This is an optimization exercise on Yosys and OpenROAD, whose aim is small area, a short achievable clock period and few clock cycles per item, not a production implementation.
RTL that was checked went through simulation tests only; none was proved equivalent to the original.
The RTL of run 1 was laid out without a check of its function.

==> flow/design.v, too long to show whole: its modules and the start of the top module <==
// module calibrated_field_angle: 1205 lines
module calibrated_field_angle (
	input  wire        clk,
	input  wire        arst_n,
	input  wire        sample_valid,
	output wire        sample_ready,
	input  wire [15:0] sample_field_x,
	input  wire [15:0] sample_field_y,
	input  wire        sample_read_failed,
	output wire        result_valid,
	input  wire        result_ready,
	output wire [15:0] result_angle,
	output wire        result_failed,
	input  wire        cfg_valid,
	output wire        cfg_ready,
	input  wire [2:0]  cfg_index,
	input  wire [15:0] cfg_data
);
  // ...
==> flow/flow/run.sh <==
#!/bin/bash
set -uo pipefail
bash standard.sh SETUP_SLACK_MARGIN=6.3 finish > standard_flow.log 2>&1
rc=$?
tail -5 standard_flow.log
exit $rc
==> flow/standard.sh <==
#!/bin/bash
# synth_recipe.tcl (not shown) runs the flow's synth.tcl, then flattens the netlist and writes it again
# the make line also repeats each setting of config.mk as NAME=value (left out here)
make -C /OpenROAD-flow-scripts/flow DESIGN_CONFIG=/design/flow/config.mk WORK_HOME=/design/flow/orfs CLKGATE_MAP_FILE= SYNTH_SCRIPT=/design/flow/synth_recipe.tcl "${@:-finish}"
==> flow/config.mk <==
export PLATFORM = sky130hd
export DESIGN_NAME = calibrated_field_angle
export DESIGN_NICKNAME = calibrated_field_angle
export VERILOG_FILES = /design/flow/design.v
export SDC_FILE = /design/flow/constraint.sdc
export NUM_CORES = 4
export LEC_CHECK = 0
export CAP_MARGIN = 20
export CORE_MARGIN = 2
export CORE_UTILIZATION = 40
export SLEW_MARGIN = 20
==> flow/constraint.sdc <==
create_clock -name core_clock -period 10.0 [get_ports {clk}]
set_input_delay 2.0000 -clock core_clock [delete_from_list [all_inputs] [get_ports {clk}]]
set_output_delay 2.0000 -clock core_clock [all_outputs]
set_load 0.01 [all_outputs]
==> impl_metrics.yaml, run 1 <==
logic_synthesis:
  ys_warn_count: 1
  yosysUniqueCellTypes: 105
  synth_compound_gate_area_share_pct: 16.5
  synth.most_common_cell: "edfxtp_1"
  synth_mux_area_share_pct: 1.23
  netlist_top_cells_area: "edfxtp_1 36%, ha_1 11%, xnor2_1 8.1%, xor2_1 4.5%, fa_1 4.1%"
  yosysSeqAreaShare_pct: 41.1
  synth_edf_count: 1322
cts:
  numCtsBuffers: 184
  cts-root-buf: "clkbuf_16"
  htreeDepth: 4
  path_clk_slew_ns: 0.06
placement:
  hpwl_mm: 222
  place_congestion: 0.892
  pre_cts_ws_ns: 4.15
  io_buffers: 75
  dp.cells: 13900
hold_path:
  holdPathEnd: "dec_s6[3]"
  min_from: "dec_s5[3]"
cells_and_area:
  final_core_util_pct: 46.9
  fillers: 24800
  finalNetCount: 12100
  buf_share_pct: 4.36
  final_cell_mix: "1322 x edfxtp_1, 986 x xnor2_1, 875 x ha_1"
  sh_seq_area_pct: 35.2
  multi_input_area_um2: 64600
  clkbuf_count: 247
  seq_area_um2: 45100
grt:
  grt.total_usage_pct: 20.9
  met2_usage_pct: 38.5
  antenna_found_initial: 4
setup_path:
  critical_path.max_fanout: 5
  crit_start: "sample_field_x[0]"
  path_cells: "buf_8, inv_8, ha_4, fa_2, nor2b_2, o21ai_2, a21boi_2, o21ai_2, a22o_4, o41ai_4, a211oi_2, a21boi_2, buf_12, mux2_4, o221ai_2, xnor2_1"
  max_stage_delay_ns: 0.35
drt:
  wl_met3_mm: 10.6
status:
  status: "complete, no violations"
sta:
  worst_slew_pin_slew_ns: 1.09
  slew_viol_final: 0
floorplan:
  io_pins: 77
==> inputs of run 2 (changes only) <==
--- a/flow/design.v
+++ b/flow/design.v
@@ -16,16 +16,17 @@
 	output wire        cfg_ready,
 	input  wire [2:0]  cfg_index,
 	input  wire [15:0] cfg_data
 );
 	reg  [15:0] x_offset_q, y_offset_q, x_scale_q, y_scale_q, zero_angle_q;
 	reg         reverse_dir_q;
 	reg  [17:0] x_scale3_q, y_scale3_q;      
 	wire        adv;
+	reg         rdy_q;
 	assign cfg_ready = 1'b1;
 	always @(posedge clk or negedge arst_n) begin
 		if (!arst_n) begin
 			x_offset_q    <= 16'd0;
 			y_offset_q    <= 16'd0;
 			x_scale_q     <= 16'd4096;
 			y_scale_q     <= 16'd4096;
 			zero_angle_q  <= 16'd0;
@@ -55,19 +56,19 @@
 	wire [16:0] dxp = {sample_field_x[15], sample_field_x} - {x_offset_q[15], x_offset_q};
 	wire [16:0] dxn = {x_offset_q[15], x_offset_q} - {sample_field_x[15], sample_field_x};
 	wire [16:0] dyp = {sample_field_y[15], sample_field_y} - {y_offset_q[15], y_offset_q};
 	wire [16:0] dyn = {y_offset_q[15], y_offset_q} - {sample_field_y[15], sample_field_y};
 	reg         vb, f_b, sx_b, sy_b;
 	reg  [15:0] ax_b, ay_b;
 	always @(posedge clk or negedge arst_n)
 		if (!arst_n) vb <= 1'b0;
-		else if (adv_0) vb <= sample_valid;
+		else vb <= sample_valid && rdy_q;
 	always @(posedge clk)
-		if (adv_0) begin
+		begin
 			ax_b <= dxp[16] ? dxn[15:0] : dxp[15:0];
 			ay_b <= dyp[16] ? dyn[15:0] : dyp[15:0];
 			sx_b <= dxp[16];
 			sy_b <= dyp[16];
 			f_b  <= sample_read_failed;
 		end
 	wire        xz = (ax_b == 16'd0) || (x_scale_q == 16'd0);
 	wire        yz = (ay_b == 16'd0) || (y_scale_q == 16'd0);
@@ -486,35 +487,35 @@
 	wire my_s381 = ry6[16] ^ ry7[14] ^ my_c332;
 	wire my_c382 = (ry6[16] & ry7[14]) | (ry6[16] & my_c332) | (ry7[14] & my_c332);
 	wire my_s383 = ry6[17] ^ ry7[15];
 	wire my_c384 = ry6[17] & ry7[15];
 	reg         vm, npx_m, npy_m, bz_m, z_m;
 	reg  [31:0] as_m, ac_m, bs_m, bc_m;
 	always @(posedge clk or negedge arst_n)
 		if (!arst_n) vm <= 1'b0;
-		else if (adv_0) vm <= vb;
+		else vm <= vb;
 	always @(posedge clk)
-		if (adv_0) begin
+		begin
 			as_m  <= {rx7[17], rx7[16], mx_c190, mx_c188, mx_c186, mx_c184, mx_c182, mx_c180, mx_c178, mx_c176, mx_c174, mx_c172, mx_c170, mx_c168, mx_c166, mx_c164, mx_c162, mx_c160, mx_c158, mx_c156, mx_c154, mx_c152, mx_c150, mx_c148, mx_c146, mx_c144, mx_c142, rx2[0], rx0[3], rx0[2], rx0[1], rx0[0]};
 			ac_m  <= {1'b0, mx_c192, mx_s191, mx_s189, mx_s187, mx_s185, mx_s183, mx_s181, mx_s179, mx_s177, mx_s175, mx_s173, mx_s171, mx_s169, mx_s167, mx_s165, mx_s163, mx_s161, mx_s159, mx_s157, mx_s155, mx_s153, mx_s151, mx_s149, mx_s147, mx_s145, mx_s143, mx_s141, rx1[1], rx1[0], 1'b0, 1'b0};
 			bs_m  <= {ry7[17], ry7[16], my_c382, my_c380, my_c378, my_c376, my_c374, my_c372, my_c370, my_c368, my_c366, my_c364, my_c362, my_c360, my_c358, my_c356, my_c354, my_c352, my_c350, my_c348, my_c346, my_c344, my_c342, my_c340, my_c338, my_c336, my_c334, ry2[0], ry0[3], ry0[2], ry0[1], ry0[0]};
 			bc_m  <= {1'b0, my_c384, my_s383, my_s381, my_s379, my_s377, my_s375, my_s373, my_s371, my_s369, my_s367, my_s365, my_s363, my_s361, my_s359, my_s357, my_s355, my_s353, my_s351, my_s349, my_s347, my_s345, my_s343, my_s341, my_s339, my_s337, my_s335, my_s333, ry1[1], ry1[0], 1'b0, 1'b0};
 			npx_m <= f_b || (sx_b && !xz);
 			npy_m <= sy_b && !yz;
 			bz_m  <= yz;
 			z_m   <= f_b || (xz && yz);
 		end
 	reg         v_m2, npx_m2, npy_m2, bz_m2, z_m2;
 	reg  [31:0] a_m2, b_m2;
 	always @(posedge clk or negedge arst_n)
 		if (!arst_n) v_m2 <= 1'b0;
-		else if (adv_0) v_m2 <= vm;
+		else v_m2 <= vm;
 	always @(posedge clk)
-		if (adv_0) begin
+		begin
 			a_m2   <= as_m + ac_m;
 			b_m2   <= bs_m + bc_m;
 			npx_m2 <= npx_m;
 			npy_m2 <= npy_m;
 			bz_m2  <= bz_m;
 			z_m2   <= z_m;
 		end
 	wire        d0 = npx_m2 ? (npy_m2 || bz_m2) : !npy_m2;
@@ -523,19 +524,19 @@
 	wire [32:0] x1_c = {1'b0, a_m2} + {1'b0, b_m2};
 	wire [32:0] y1_c = {1'b0, ym} - {1'b0, ys};
 	reg         v_c, z_c;
 	reg  [1:0]  dec_c;
 	reg  [32:0] x_c;
 	reg  [32:0] y_c;
 	always @(posedge clk or negedge arst_n)
 		if (!arst_n) v_c <= 1'b0;
-		else if (adv_1) v_c <= v_m2;
+		else v_c <= v_m2;
 	always @(posedge clk)
-		if (adv_1) begin
+		begin
 			dec_c <= {d0, npx_m2};
 			x_c   <= x1_c;
 			y_c   <= y1_c;
 			z_c   <= z_m2;
 		end
 	wire d1 = !y_c[32];
 	wire signed [35:0] xe1 = $signed({3'd0, x_c});
 	wire signed [35:0] ye1 = $signed(y_c);
@@ -546,19 +547,19 @@
 	wire [36:0] xt1 = {xe1, 1'b1} + {ysh1 ^ {36{!d1}}, !d1};
 	wire [32:0] x2 = xt1[33:1];
 	reg v_s0, z_s0;
 	reg [2:0] dec_s0;
 	reg [32:0] x_s0;
 	reg [32:0] y_s0;
 	always @(posedge clk or negedge arst_n)
 		if (!arst_n) v_s0 <= 1'b0;
-		else if (adv_1) v_s0 <= v_c;
+		else v_s0 <= v_c;
 	always @(posedge clk)
-		if (adv_1) begin
+		begin
 			dec_s0 <= {d1, dec_c};
 			z_s0 <= z_c;
 			x_s0 <= x2;
 			y_s0 <= y2;
 		end
 	wire d2 = !y_s0[32];
 	wire signed [35:0] xe2 = $signed({3'd0, x_s0});
 	wire signed [35:0] ye2 = $signed(y_s0);
@@ -569,19 +570,19 @@
 	wire [36:0] xt2 = {xe2, 1'b1} + {ysh2 ^ {36{!d2}}, !d2};
 	wire [33:0] x3 = xt2[34:1];
 	reg v_s1, z_s1;
 	reg [3:0] dec_s1;
 	reg [33:0] x_s1;
 	reg [32:0] y_s1;
 	always @(posedge clk or negedge arst_n)
 		if (!arst_n) v_s1 <= 1'b0;
-		else if (adv_2) v_s1 <= v_s0;
+		else v_s1 <= v_s0;
 	always @(posedge clk)
-		if (adv_2) begin
+		begin
 			dec_s1 <= {d2, dec_s0};
 			z_s1 <= z_s0;
 			x_s1 <= x3;
 			y_s1 <= y3;
 		end
 	wire d3 = !y_s1[32];
 	wire signed [35:0] xe3 = $signed({2'd0, x_s1});
 	wire signed [35:0] ye3 = $signed(y_s1);
@@ -592,19 +593,19 @@
 	wire [36:0] xt3 = {xe3, 1'b1} + {ysh3 ^ {36{!d3}}, !d3};
 	wire [33:0] x4 = xt3[34:1];
 	reg v_s2, z_s2;
 	reg [4:0] dec_s2;
 	reg [33:0] x_s2;
 	reg [31:0] y_s2;
 	always @(posedge clk or negedge arst_n)
 		if (!arst_n) v_s2 <= 1'b0;
-		else if (adv_2) v_s2 <= v_s1;
+		else v_s2 <= v_s1;
 	always @(posedge clk)
-		if (adv_2) begin
+		begin
 			dec_s2 <= {d3, dec_s1};
 			z_s2 <= z_s1;
 			x_s2 <= x4;
 			y_s2 <= y4;
 		end
 	wire d4 = !y_s2[31];
 	wire signed [35:0] xe4 = $signed({2'd0, x_s2});
 	wire signed [35:0] ye4 = $signed(y_s2);
@@ -615,19 +616,19 @@
 	wire [36:0] xt4 = {xe4, 1'b1} + {ysh4 ^ {36{!d4}}, !d4};
 	wire [33:0] x5 = xt4[34:1];
 	reg v_s3, z_s3;
 	reg [5:0] dec_s3;
 	reg [33:0] x_s3;
 	reg [30:0] y_s3;
 	always @(posedge clk or negedge arst_n)
 		if (!arst_n) v_s3 <= 1'b0;
-		else if (adv_2) v_s3 <= v_s2;
+		else v_s3 <= v_s2;
 	always @(posedge clk)
-		if (adv_2) begin
+		begin
 			dec_s3 <= {d4, dec_s2};
 			z_s3 <= z_s2;
 			x_s3 <= x5;
 			y_s3 <= y5;
 		end
 	wire d5 = !y_s3[30];
 	wire signed [35:0] xe5 = $signed({2'd0, x_s3});
 	wire signed [35:0] ye5 = $signed(y_s3);
@@ -638,19 +639,19 @@
 	wire [36:0] xt5 = {xe5, 1'b1} + {ysh5 ^ {36{!d5}}, !d5};
 	wire [33:0] x6 = xt5[34:1];
 	reg v_s4, z_s4;
 	reg [6:0] dec_s4;
 	reg [33:0] x_s4;
 	reg [29:0] y_s4;
 	always @(posedge clk or negedge arst_n)
 		if (!arst_n) v_s4 <= 1'b0;
-		else if (adv_3) v_s4 <= v_s3;
+		else v_s4 <= v_s3;
 	always @(posedge clk)
-		if (adv_3) begin
+		begin
 			dec_s4 <= {d5, dec_s3};
 			z_s4 <= z_s3;
 			x_s4 <= x6;
 			y_s4 <= y6;
 		end
 	wire d6 = !y_s4[29];
 	wire signed [35:0] xe6 = $signed({2'd0, x_s4});
 	wire signed [35:0] ye6 = $signed(y_s4);
@@ -661,19 +662,19 @@
 	wire [36:0] xt6 = {xe6, 1'b1} + {ysh6 ^ {36{!d6}}, !d6};
 	wire [33:0] x7 = xt6[34:1];
 	reg v_s5, z_s5;
 	reg [7:0] dec_s5;
 	reg [33:0] x_s5;
 	reg [28:0] y_s5;
 	always @(posedge clk or negedge arst_n)
 		if (!arst_n) v_s5 <= 1'b0;
-		else if (adv_3) v_s5 <= v_s4;
+		else v_s5 <= v_s4;
 	always @(posedge clk)
-		if (adv_3) begin
+		begin
 			dec_s5 <= {d6, dec_s4};
 			z_s5 <= z_s4;
 			x_s5 <= x7;
 			y_s5 <= y7;
 		end
 	wire d7 = !y_s5[28];
 	wire signed [35:0] xe7 = $signed({2'd0, x_s5});
 	wire signed [35:0] ye7 = $signed(y_s5);
@@ -684,19 +685,19 @@
 	wire [36:0] xt7 = {xe7, 1'b1} + {ysh7 ^ {36{!d7}}, !d7};
 	wire [33:0] x8 = xt7[34:1];
 	reg v_s6, z_s6;
 	reg [8:0] dec_s6;
 	reg [33:0] x_s6;
 	reg [27:0] y_s6;
 	always @(posedge clk or negedge arst_n)
 		if (!arst_n) v_s6 <= 1'b0;
-		else if (adv_4) v_s6 <= v_s5;
+		else v_s6 <= v_s5;
 	always @(posedge clk)
-		if (adv_4) begin
+		begin
 			dec_s6 <= {d7, dec_s5};
 			z_s6 <= z_s5;
 			x_s6 <= x8;
 			y_s6 <= y8;
 		end
 	wire d8 = !y_s6[27];
 	wire signed [35:0] xe8 = $signed({2'd0, x_s6});
 	wire signed [35:0] ye8 = $signed(y_s6);
@@ -707,19 +708,19 @@
 	wire [36:0] xt8 = {xe8, 1'b1} + {ysh8 ^ {36{!d8}}, !d8};
 	wire [33:0] x9 = xt8[34:1];
 	reg v_s7, z_s7;
 	reg [9:0] dec_s7;
 	reg [33:0] x_s7;
 	reg [26:0] y_s7;
 	always @(posedge clk or negedge arst_n)
 		if (!arst_n) v_s7 <= 1'b0;
-		else if (adv_4) v_s7 <= v_s6;
+		else v_s7 <= v_s6;
 	always @(posedge clk)
-		if (adv_4) begin
+		begin
 			dec_s7 <= {d8, dec_s6};
 			z_s7 <= z_s6;
 			x_s7 <= x9;
 			y_s7 <= y9;
 		end
 	wire d9 = !y_s7[26];
 	wire signed [35:0] xe9 = $signed({2'd0, x_s7});
 	wire signed [35:0] ye9 = $signed(y_s7);
@@ -730,19 +731,19 @@
 	wire [36:0] xt9 = {xe9, 1'b1} + {ysh9 ^ {36{!d9}}, !d9};
 	wire [33:0] x10 = xt9[34:1];
 	reg v_s8, z_s8;
 	reg [10:0] dec_s8;
 	reg [33:0] x_s8;
 	reg [25:0] y_s8;
 	always @(posedge clk or negedge arst_n)
 		if (!arst_n) v_s8 <= 1'b0;
-		else if (adv_5) v_s8 <= v_s7;
+		else v_s8 <= v_s7;
 	always @(posedge clk)
-		if (adv_5) begin
+		begin
 			dec_s8 <= {d9, dec_s7};
 			z_s8 <= z_s7;
 			x_s8 <= x10;
 			y_s8 <= y10;
 		end
 	wire d10 = !y_s8[25];
 	wire signed [35:0] xe10 = $signed({2'd0, x_s8});
 	wire signed [35:0] ye10 = $signed(y_s8);
@@ -753,19 +754,19 @@
 	wire [36:0] xt10 = {xe10, 1'b1} + {ysh10 ^ {36{!d10}}, !d10};
 	wire [33:0] x11 = xt10[34:1];
 	reg v_s9, z_s9;
 	reg [11:0] dec_s9;
 	reg [33:0] x_s9;
 	reg [24:0] y_s9;
 	always @(posedge clk or negedge arst_n)
 		if (!arst_n) v_s9 <= 1'b0;
-		else if (adv_5) v_s9 <= v_s8;
+		else v_s9 <= v_s8;
 	always @(posedge clk)
-		if (adv_5) begin
+		begin
 			dec_s9 <= {d10, dec_s8};
 			z_s9 <= z_s8;
 			x_s9 <= x11;
 			y_s9 <= y11;
 		end
 	wire d11 = !y_s9[24];
 	wire signed [35:0] xe11 = $signed({2'd0, x_s9});
 	wire signed [35:0] ye11 = $signed(y_s9);
@@ -776,19 +777,19 @@
 	wire [36:0] xt11 = {xe11, 1'b1} + {ysh11 ^ {36{!d11}}, !d11};
 	wire [33:0] x12 = xt11[34:1];
 	reg v_s10, z_s10;
 	reg [12:0] dec_s10;
 	reg [33:0] x_s10;
 	reg [23:0] y_s10;
 	always @(posedge clk or negedge arst_n)
 		if (!arst_n) v_s10 <= 1'b0;
-		else if (adv_5) v_s10 <= v_s9;
+		else v_s10 <= v_s9;
 	always @(posedge clk)
-		if (adv_5) begin
+		begin
 			dec_s10 <= {d11, dec_s9};
 			z_s10 <= z_s9;
 			x_s10 <= x12;
 			y_s10 <= y12;
 		end
 	wire d12 = !y_s10[23];
 	wire signed [35:0] xe12 = $signed({2'd0, x_s10});
 	wire signed [35:0] ye12 = $signed(y_s10);
@@ -799,19 +800,19 @@
 	wire [36:0] xt12 = {xe12, 1'b1} + {ysh12 ^ {36{!d12}}, !d12};
 	wire [33:0] x13 = xt12[34:1];
 	reg v_s11, z_s11;
 	reg [13:0] dec_s11;
 	reg [33:0] x_s11;
 	reg [22:0] y_s11;
 	always @(posedge clk or negedge arst_n)
 		if (!arst_n) v_s11 <= 1'b0;
-		else if (adv_6) v_s11 <= v_s10;
+		else v_s11 <= v_s10;
 	always @(posedge clk)
-		if (adv_6) begin
+		begin
 			dec_s11 <= {d12, dec_s10};
 			z_s11 <= z_s10;
 			x_s11 <= x13;
 			y_s11 <= y13;
 		end
 	wire d13 = !y_s11[22];
 	wire signed [35:0] xe13 = $signed({2'd0, x_s11});
 	wire signed [35:0] ye13 = $signed(y_s11);
@@ -822,60 +823,46 @@
 	wire [36:0] xt13 = {xe13, 1'b1} + {ysh13 ^ {36{!d13}}, !d13};
 	wire [33:0] x14 = xt13[34:1];
 	reg v_s12, z_s12;
 	reg [14:0] dec_s12;
 	reg [33:0] x_s12;
 	reg [21:0] y_s12;
 	always @(posedge clk or negedge arst_n)
 		if (!arst_n) v_s12 <= 1'b0;
-		else if (adv_6) v_s12 <= v_s11;
+		else v_s12 <= v_s11;
 	always @(posedge clk)
-		if (adv_6) begin
+		begin
 			dec_s12 <= {d13, dec_s11};
 			z_s12 <= z_s11;
 			x_s12 <= x14;
 			y_s12 <= y14;
 		end
 	wire d14 = !y_s12[21];
 	wire signed [35:0] xe14 = $signed({2'd0, x_s12});
 	wire signed [35:0] ye14 = $signed(y_s12);
 	wire signed [35:0] xs14 = xe14 >>> 14;
 	wire signed [35:0] ysh14 = ye14 >>> 14;
 	wire [36:0] yt14 = {ye14, 1'b1} + {xs14 ^ {36{d14}}, d14};
 	wire [20:0] y15 = yt14[21:1];
+	wire d15 = !y15[20];
 	reg v_s13, z_s13;
-	reg [15:0] dec_s13;
-	reg [33:0] x_s13;
-	reg [20:0] y_s13;
+	reg [16:0] dec_s13;
 	always @(posedge clk or negedge arst_n)
 		if (!arst_n) v_s13 <= 1'b0;
-		else if (adv_7) v_s13 <= v_s12;
+		else v_s13 <= v_s12;
 	always @(posedge clk)
-		if (adv_7) begin
-			dec_s13 <= {d14, dec_s12};
+		begin
+			dec_s13 <= {d15, d14, dec_s12};
 			z_s13 <= z_s12;
-			x_s13 <= x_s12;
-			y_s13 <= y15;
 		end
-	wire d15 = !y_s13[20];
-	reg v_s14, z_s14;
-	reg [16:0] dec_s14;
-	always @(posedge clk or negedge arst_n)
-		if (!arst_n) v_s14 <= 1'b0;
-		else if (adv_7) v_s14 <= v_s13;
-	always @(posedge clk)
-		if (adv_7) begin
-			dec_s14 <= {d15, dec_s13};
-			z_s14 <= z_s13;
-		end
-	wire fz_t = z_s14;
+	wire fz_t = z_s13;
 	reg [31:0] g0_t;
 	always @* begin
-		case ({fz_t, dec_s14[3], dec_s14[2], dec_s14[1], dec_s14[0]})
+		case ({fz_t, dec_s13[3], dec_s13[2], dec_s13[1], dec_s13[0]})
 			5'd0: g0_t = 32'hB8FAADE9;
 			5'd1: g0_t = 32'h38FAADE9;
 			5'd2: g0_t = 32'hF8FAADE9;
 			5'd3: g0_t = 32'h78FAADE9;
 			5'd4: g0_t = 32'hDEC2B823;
 			5'd5: g0_t = 32'h5EC2B823;
 			5'd6: g0_t = 32'h1EC2B823;
 			5'd7: g0_t = 32'h9EC2B823;
@@ -887,17 +874,17 @@
 			5'd13: g0_t = 32'h72B928D9;
 			5'd14: g0_t = 32'h32B928D9;
 			5'd15: g0_t = 32'hB2B928D9;
 			default: g0_t = 32'h00010000;
 		endcase
 	end
 	reg [31:0] g1_t;
 	always @* begin
-		case ({fz_t, dec_s14[7], dec_s14[6], dec_s14[5], dec_s14[4]})
+		case ({fz_t, dec_s13[7], dec_s13[6], dec_s13[5], dec_s13[4]})
 			5'd0: g1_t = 32'h00000000;
 			5'd1: g1_t = 32'h0A2223A8;
 			5'd2: g1_t = 32'h05161A86;
 			5'd3: g1_t = 32'h0F383E2E;
 			5'd4: g1_t = 32'h028BAFC2;
 			5'd5: g1_t = 32'h0CADD36A;
 			5'd6: g1_t = 32'h07A1CA48;
 			5'd7: g1_t = 32'h11C3EDF0;
@@ -909,17 +896,17 @@
 			5'd13: g1_t = 32'h0DF3BFA6;
 			5'd14: g1_t = 32'h08E7B684;
 			5'd15: g1_t = 32'h1309DA2C;
 			default: g1_t = 32'h00000000;
 		endcase
 	end
 	reg [31:0] g2_t;
 	always @* begin
-		case ({fz_t, dec_s14[11], dec_s14[10], dec_s14[9], dec_s14[8]})
+		case ({fz_t, dec_s13[11], dec_s13[10], dec_s13[9], dec_s13[8]})
 			5'd0: g2_t = 32'h00000000;
 			5'd1: g2_t = 32'h00A2F8AA;
 			5'd2: g2_t = 32'h00517CA6;
 			5'd3: g2_t = 32'h00F47550;
 			5'd4: g2_t = 32'h0028BE5E;
 			5'd5: g2_t = 32'h00CBB708;
 			5'd6: g2_t = 32'h007A3B04;
 			5'd7: g2_t = 32'h011D33AE;
@@ -931,17 +918,17 @@
 			5'd13: g2_t = 32'h00E01638;
 			5'd14: g2_t = 32'h008E9A34;
 			5'd15: g2_t = 32'h013192DE;
 			default: g2_t = 32'h00000000;
 		endcase
 	end
 	reg [31:0] g3_t;
 	always @* begin
-		case ({fz_t, dec_s14[16], dec_s14[15], dec_s14[14], dec_s14[13], dec_s14[12]})
+		case ({fz_t, dec_s13[16], dec_s13[15], dec_s13[14], dec_s13[13], dec_s13[12]})
 			6'd0: g3_t = 32'h00000000;
 			6'd1: g3_t = 32'h000A2F98;
 			6'd2: g3_t = 32'h000517CC;
 			6'd3: g3_t = 32'h000F4764;
 			6'd4: g3_t = 32'h00028BE6;
 			6'd5: g3_t = 32'h000CBB7E;
 			6'd6: g3_t = 32'h0007A3B2;
 			6'd7: g3_t = 32'h0011D34A;
@@ -1108,101 +1095,127 @@
 	wire t_c518 = g0_t[31] & !zero_angle_q[15];
 	wire [31:0] r0_t = {t_c516, t_c514, t_c512, t_c510, t_c508, t_c506, t_c504, t_c502, t_c500, t_c498, t_c496, t_c494, t_c492, t_c490, t_c488, t_c486, t_c484, t_c482, t_c480, t_c478, t_c476, t_c474, t_c472, t_c470, t_c468, t_c466, t_c464, t_c462, t_c460, t_c458, t_s401, g0_t[0]};
 	wire [31:0] r1_t = {t_s517, t_s515, t_s513, t_s511, t_s509, t_s507, t_s505, t_s503, t_s501, t_s499, t_s497, t_s495, t_s493, t_s491, t_s489, t_s487, t_s485, t_s483, t_s481, t_s479, t_s477, t_s475, t_s473, t_s471, t_s469, t_s467, t_s465, t_s463, t_s461, t_s459, t_s457, 1'b0};
 	wire [16:0] lo_t = {1'b0, r0_t[15:0]} + {1'b0, r1_t[15:0]};
 	reg         v_t1, f_t1, c0_t1, c1_t1;
 	reg  [15:0] ra_t1, rb_t1;
 	always @(posedge clk or negedge arst_n)
 		if (!arst_n) v_t1 <= 1'b0;
-		else if (adv) v_t1 <= v_s14;
+		else v_t1 <= v_s13;
 	always @(posedge clk)
-		if (adv) begin
+		begin
 			ra_t1 <= r0_t[31:16] ^ {16{reverse_dir_q}};
 			rb_t1 <= r1_t[31:16] ^ {16{reverse_dir_q}};
 			c0_t1 <= lo_t[16];
 			c1_t1 <= reverse_dir_q && !lo_t[16];
-			f_t1  <= fz_t && dec_s14[0];      
+			f_t1  <= fz_t && dec_s13[0];      
 		end
 	wire [15:0] sum = ra_t1 + rb_t1 + {14'd0, c1_t1, c0_t1};
 	wire [15:0] ang = f_t1 ? 16'd0 : sum;
 	wire        vp  = v_t1;
 	wire        fp  = f_t1;
-	reg         out_v_q, skid_v_q;
-	reg  [15:0] out_ang_q, skid_ang_q;
-	reg         out_fail_q, skid_fail_q;
-	wire        skid_set = out_v_q && !result_ready && vp;
-	reg         rdy_q;
-	always @(posedge clk or negedge arst_n)
-		if (!arst_n) rdy_q <= 1'b1;
-		else rdy_q <= rdy_q ? !skid_set : result_ready;
-	assign adv = !skid_v_q;
-	reg         skid0_q;
-	always @(posedge clk or negedge arst_n)
-		if (!arst_n) skid0_q <= 1'b0;
-		else skid0_q <= skid0_q ? !result_ready : skid_set;
-	wire        adv_0 = !skid0_q;
-	reg         skid1_q;
-	always @(posedge clk or negedge arst_n)
-		if (!arst_n) skid1_q <= 1'b0;
-		else skid1_q <= skid1_q ? !result_ready : skid_set;
-	wire        adv_1 = !skid1_q;
-	reg         skid2_q;
-	always @(posedge clk or negedge arst_n)
-		if (!arst_n) skid2_q <= 1'b0;
-		else skid2_q <= skid2_q ? !result_ready : skid_set;
-	wire        adv_2 = !skid2_q;
-	reg         skid3_q;
-	always @(posedge clk or negedge arst_n)
-		if (!arst_n) skid3_q <= 1'b0;
-		else skid3_q <= skid3_q ? !result_ready : skid_set;
-	wire        adv_3 = !skid3_q;
-	reg         skid4_q;
-	always @(posedge clk or negedge arst_n)
-		if (!arst_n) skid4_q <= 1'b0;
-		else skid4_q <= skid4_q ? !result_ready : skid_set;
-	wire        adv_4 = !skid4_q;
-	reg         skid5_q;
-	always @(posedge clk or negedge arst_n)
-		if (!arst_n) skid5_q <= 1'b0;
-		else skid5_q <= skid5_q ? !result_ready : skid_set;
-	wire        adv_5 = !skid5_q;
-	reg         skid6_q;
-	always @(posedge clk or negedge arst_n)
-		if (!arst_n) skid6_q <= 1'b0;
-		else skid6_q <= skid6_q ? !result_ready : skid_set;
-	wire        adv_6 = !skid6_q;
-	reg         skid7_q;
-	always @(posedge clk or negedge arst_n)
-		if (!arst_n) skid7_q <= 1'b0;
-		else skid7_q <= skid7_q ? !result_ready : skid_set;
-	wire        adv_7 = !skid7_q;
+	reg         out_v_q;
+	reg  [15:0] out_ang_q;
+	reg         out_fail_q;
+	reg  [16:0] fifo0_q;
+	reg  [16:0] fifo1_q;
+	reg  [16:0] fifo2_q;
+	reg  [16:0] fifo3_q;
+	reg  [16:0] fifo4_q;
+	reg  [16:0] fifo5_q;
+	reg  [16:0] fifo6_q;
+	reg  [16:0] fifo7_q;
+	reg  [16:0] fifo8_q;
+	reg  [16:0] fifo9_q;
+	reg  [16:0] fifo10_q;
+	reg  [16:0] fifo11_q;
+	reg  [16:0] fifo12_q;
+	reg  [16:0] fifo13_q;
+	reg  [16:0] fifo14_q;
+	reg  [16:0] fifo15_q;
+	reg  [16:0] fifo16_q;
+	reg  [16:0] fifo17_q;
+	reg  [16:0] fifo18_q;
+	reg  [16:0] fifo19_q;
+	reg  [16:0] fifo_rd;
+	always @* begin
+		case (rd_q)
+			0: fifo_rd = fifo0_q;
+			1: fifo_rd = fifo1_q;
+			2: fifo_rd = fifo2_q;
+			3: fifo_rd = fifo3_q;
+			4: fifo_rd = fifo4_q;
+			5: fifo_rd = fifo5_q;
+			6: fifo_rd = fifo6_q;
+			7: fifo_rd = fifo7_q;
+			8: fifo_rd = fifo8_q;
+			9: fifo_rd = fifo9_q;
+			10: fifo_rd = fifo10_q;
+			11: fifo_rd = fifo11_q;
+			12: fifo_rd = fifo12_q;
+			13: fifo_rd = fifo13_q;
+			14: fifo_rd = fifo14_q;
+			15: fifo_rd = fifo15_q;
+			16: fifo_rd = fifo16_q;
+			17: fifo_rd = fifo17_q;
+			18: fifo_rd = fifo18_q;
+			19: fifo_rd = fifo19_q;
+			default: fifo_rd = 17'd0;
+		endcase
+	end
+	reg  [5-1:0] wr_q, rd_q;
+	reg  [5:0] cnt_q;                   
+	reg  [5-1:0] occ_q;                 
+	assign adv = 1'b1;
+	wire        take  = out_v_q && result_ready;
+	wire        acc   = sample_valid && rdy_q;
+	wire        load  = !out_v_q || take;            
+	wire        from_fifo = load && (cnt_q != 0);
+	wire        direct = load && (cnt_q == 0) && vp;
+	wire        push  = vp && !direct;
+	wire [5-1:0] occ_n = occ_q + {{(5-1){1'b0}}, acc} - {{(5-1){1'b0}}, take};
 	always @(posedge clk or negedge arst_n) begin
 		if (!arst_n) begin
-			out_v_q  <= 1'b0;
-			skid_v_q <= 1'b0;
-		end else if (skid_v_q) begin
-			if (result_ready) skid_v_q <= 1'b0;
-		end else if (!out_v_q || result_ready) begin
-			out_v_q <= vp;
-		end else if (vp) begin
-			skid_v_q <= 1'b1;
+			out_v_q <= 1'b0;
+			wr_q    <= {5{1'b0}};
+			rd_q    <= {5{1'b0}};
+			cnt_q   <= {(5+1){1'b0}};
+			occ_q   <= {5{1'b0}};
+			rdy_q   <= 1'b1;
+		end else begin
+			if (load) out_v_q <= from_fifo || vp;
+			if (push) wr_q <= (wr_q == 19) ? {5{1'b0}} : wr_q + 1'b1;
+			if (from_fifo) rd_q <= (rd_q == 19) ? {5{1'b0}} : rd_q + 1'b1;
+			cnt_q <= cnt_q + {{5{1'b0}}, push} - {{5{1'b0}}, from_fifo};
+			occ_q <= occ_n;
+			rdy_q <= occ_n < 5'd21;
 		end
 	end
 	always @(posedge clk) begin
-		if (skid_v_q) begin
-			if (result_ready) begin
-				out_ang_q  <= skid_ang_q;
-				out_fail_q <= skid_fail_q;
-			end
-		end else if (!out_v_q || result_ready) begin
-			out_ang_q  <= ang;
-			out_fail_q <= fp;
-		end else begin
-			skid_ang_q  <= ang;
-			skid_fail_q <= fp;
-		end
+		if (push && wr_q == 0) fifo0_q <= {fp, ang};
+		if (push && wr_q == 1) fifo1_q <= {fp, ang};
+		if (push && wr_q == 2) fifo2_q <= {fp, ang};
+		if (push && wr_q == 3) fifo3_q <= {fp, ang};
+		if (push && wr_q == 4) fifo4_q <= {fp, ang};
+		if (push && wr_q == 5) fifo5_q <= {fp, ang};
+		if (push && wr_q == 6) fifo6_q <= {fp, ang};
+		if (push && wr_q == 7) fifo7_q <= {fp, ang};
+		if (push && wr_q == 8) fifo8_q <= {fp, ang};
+		if (push && wr_q == 9) fifo9_q <= {fp, ang};
+		if (push && wr_q == 10) fifo10_q <= {fp, ang};
+		if (push && wr_q == 11) fifo11_q <= {fp, ang};
+		if (push && wr_q == 12) fifo12_q <= {fp, ang};
+		if (push && wr_q == 13) fifo13_q <= {fp, ang};
+		if (push && wr_q == 14) fifo14_q <= {fp, ang};
+		if (push && wr_q == 15) fifo15_q <= {fp, ang};
+		if (push && wr_q == 16) fifo16_q <= {fp, ang};
+		if (push && wr_q == 17) fifo17_q <= {fp, ang};
+		if (push && wr_q == 18) fifo18_q <= {fp, ang};
+		if (push && wr_q == 19) fifo19_q <= {fp, ang};
+		if (from_fifo) {out_fail_q, out_ang_q} <= fifo_rd;
+		else if (direct) {out_fail_q, out_ang_q} <= {fp, ang};
 	end
 	assign result_valid  = out_v_q;
 	assign result_angle  = out_ang_q;
 	assign result_failed = out_fail_q;
 endmodule
 `default_nettype wire
==> run 2 against run 1 <==
  * Critical endpoint is now ax_b[10]
  * Non-clock buffer count fell by 228
  * Setup slack improved by 0.046 ns
  * Cell area fell by 3.5%
  * Highest routed layer unchanged
==> impl_metrics.yaml, run 2 <==
grt:
  grt_overflow: 0
  grt_max_degree: 87
  grt.total_usage_pct: 21.5
  antenna_found_initial: 15
  grt_pass1_vias: 80300
  grt_pass1_wl_mm: 465
cells_and_area:
  finalNetCount: 12500
  syn_to_final_growth_pct: 14.4
  fin_area_um2: 124000
  final_cell_mix: "1319 x dfxtp_1, 1028 x xnor2_1, 939 x ha_1"
  layout-drive-gt1-share_pct: 9.55
  final_common_cell: "dfxtp_1"
logic_synthesis:
  yosysUniqueCellTypes: 105
  syn_area_um2: 108000
  yosysSeqAreaShare_pct: 38.4
  ys_warn_count: 1
  synth_common_cells: "1338 x dfxtp_1, 1039 x xnor2_1, 970 x ha_1"
  synth.most_common_cell: "dfxtp_1"
  synth_area_per_cell_um2: 9.70
  async_flop_share_pct: 8.58
  ys_ff_latch: 1854
  synth_edf_count: 357
  synth.top_cell.area_share_pct: 24.8
  yosys.area.top_type: "dfxtp_1"
  netlist_top_cells_area: "dfxtp_1 25%, ha_1 11%, edfxtp_1 9.9%, xnor2_1 8.4%, xor2_1 4.5%"
  synth.net_count: 12400
  ys_dominant_reg_cell: "dfxtp_1"
  syn_inst: 11100
placement:
  io_buffers: 75
  hpwl_mm: 222
  place_congestion: 0.931
  place_area_um2: 113000
cts:
  tritoncts: "done"
  clockBufferDepth: 4
  clock_latency_ns: 0.90
  cts-root-buf: "clkbuf_16"
  cts.sinks: 1854
  htreeDepth: 4
  numCtsBuffers: 207
  path_clk_slew_ns: 0.06
  cts_hold_buf: 0
setup_path:
  arrival_ns: 4.82
  critical_path.max_fanout: 5
  worstSetupEndpointType: "flop"
  critPathKind: "input port to flop"
  start_kind: "input port"
  crit_required_ns: 10.77
sta:
  fin_tns_setup_ns: 0
  post-route-min-period_ns: 4.05
  slew_viol_final: 0
  whs_ns: 0.257
  hold_violations: 0
  min_period_over_period_pct: 40.5
  grt_setup_unrepaired: "yes"
  finalSetupViolations: 0
  slew_headroom_pct: 19.9
  fin_worst_skew_ns: 0.107
  max_freq_ghz: 0.247
  worst_slew_pin_slew_ns: 1.20
drt:
  drt_pass1_iterations: 6
  avgViaCountPerCell: 5.41
  num_vias: 81100
  first_iter_violations: 5736
  wl_per_cell_um: 20.3
  routed_wl_mm: 305
  drc: 0
  ant_nets: 0
status:
  status: "complete, no violations"
floorplan:
  io_pins: 77
  die-area_um2: 274000
  die_width_um: 524
  initial_core_util_pct: 40.3
  coreArea_um2: 268000
  rows: 190
  die_h_um: 524
hold_path:
  min_path_type: "flop to flop"
run:
  maxCapViolCount: 0
==> run 2: cell count changes after synthesis, moves of 44 or more <==
cell	previous run	this run
a21oi_1	638	688
a22oi_1	125	183
clkbuf_1	290	341
dfxtp_1	84	1338
edfxtp_1	1322	357
nand3_1	156	200
==> run 2: timing repair <==
action / 4_1_cts / 5_1_grt
pin swaps: 66 / 71
gates cloned: 14 / 9
gates resized for setup: 308 / 225
buffers inserted: 64 / 67
setup endpoints to repair: 655 / 383
==> run 2: worst paths after layout <==
path / startpoint / to / slack, ns / cells past startpoint
worst max-delay path: sample_field_x[0] / ax_b[10] / 5.95 / 16
worst min-delay path: dec_s2[4] / dec_s3[4] / 0.26 / 0
worst max register to register: y_s8[25] / y_s9[24] / 6.33 / 14
worst min register to register: dec_s2[4] / dec_s3[4] / 0.26 / 0
max in group asynchronous: arst_n / vb / 7.59 / 2
min in group asynchronous: arst_n / x_offset_q[7] / 1.10 / 1
==> run 2: stage by stage <==
stage,utilization [%],instances,setup slack (ns)
6_report,46.1,15000,5.95
2_1_floorplan,-,11100,5.50
3_3_place_gp,42.1,14500,4.09
5_1_grt,46.1,15000,5.88
3_5_place_dp,42.1,14500,4.13
4_1_cts,45.4,14900,5.87
==> run 2: cell type report <==
| type | count | area, um^2 |
|---|---|---|
| diodes | 6 | 15.0 |
| clock buffers | 288 | 5910 |
| clock inverters | 94 | 1150 |
| fillers | 24900 | 145000 |
| inverters | 593 | 2280 |
| multi-input cells | 8282 | 64800 |
| flip-flops and latches | 1854 | 41600 |
| well taps | 3552 | 4440 |
| repair buffers | 334 | 3480 |
==> run 2: layer usage <==
metal  GRT usage [%]  share of wire [%]  vias up
met4            6.18                2.9       14
li1                -                  -    39400
met2            36.7                 48     2057
met5               0              0.027        -
met1            27.9                 44    39100
met3            3.30                5.4      517
==> run 2: logic make-up (layout without fill, tap and decap cells) <==
kind of cell | count (synthesis) | after routing | synth area share, %
fa+ha+maj | 1197 | 1197 | 15.4
simple gates | 2488 | 2492 | 11.1
mux | 103 | 106 | 1.08
compound gates | 2888 | 2888 | 17.5
flops | 1854 | 1854 | 38.4
buf+inv | 1017 | 1309 | 3.58
other cells | 1 | 7 | 0.00347
xor+xnor | 1598 | 1598 | 13.0
==> run 2: worst max-delay path: stages <==
cell and delay (ns):
buf_12 0.09, inv_12 0.03, ha_4 0.15, fa_2 0.34
nor2b_1 0.13, o21ai_1 0.09, a21bo_2 0.23, a21oi_4 0.19
a211oi_4 0.10, o41ai_4 0.27, a211oi_2 0.15, buf_4 0.16
mux2_4 0.30, or3b_1 0.37, o31ai_2 0.07, xnor2_1 0.13
Testbench counts of run 2, summed over its fixed seeds: cycles 32,160, items 32,000.

-- separate check: timing with driven ports --
How much do the figures lean on ideal ports? The routed layouts below were timed once more, with nothing changed but the port constraints. Step 1 sets driving cells, clkbuf_16 on the clock port and buf_2 on the other inputs (assumed; they add their load-dependent delay and slew). Step 2 times the ports against the registers' clock, not the clock port: input delays grow and output delays shrink by t, the midpoint of the rising clock arrivals with the driver on. Three values: no drivers, after step 1, after step 2; two values: the first two.
run | shift t [ns] | slack for setup (ns) | hold WS [ns] | latest minus earliest clock arrival (ns) | worst register clock-pin slew, ns
run 1 | 0.932 | 5.908 / 5.911 / 4.979 | 0.374 / 0.374 / 0.374 | 0.073 / 0.073 | 0.07 / 0.07
run 2 | 0.954 | 5.954 / 5.992 / 5.038 | 0.257 / 0.257 / 0.257 | 0.132 / 0.132 | 0.07 / 0.07
After both steps every run listed still meets setup and hold. The setup slack of run 1, which loses most, moves by +0.003 ns with the drivers and by -0.929 ns with both steps.
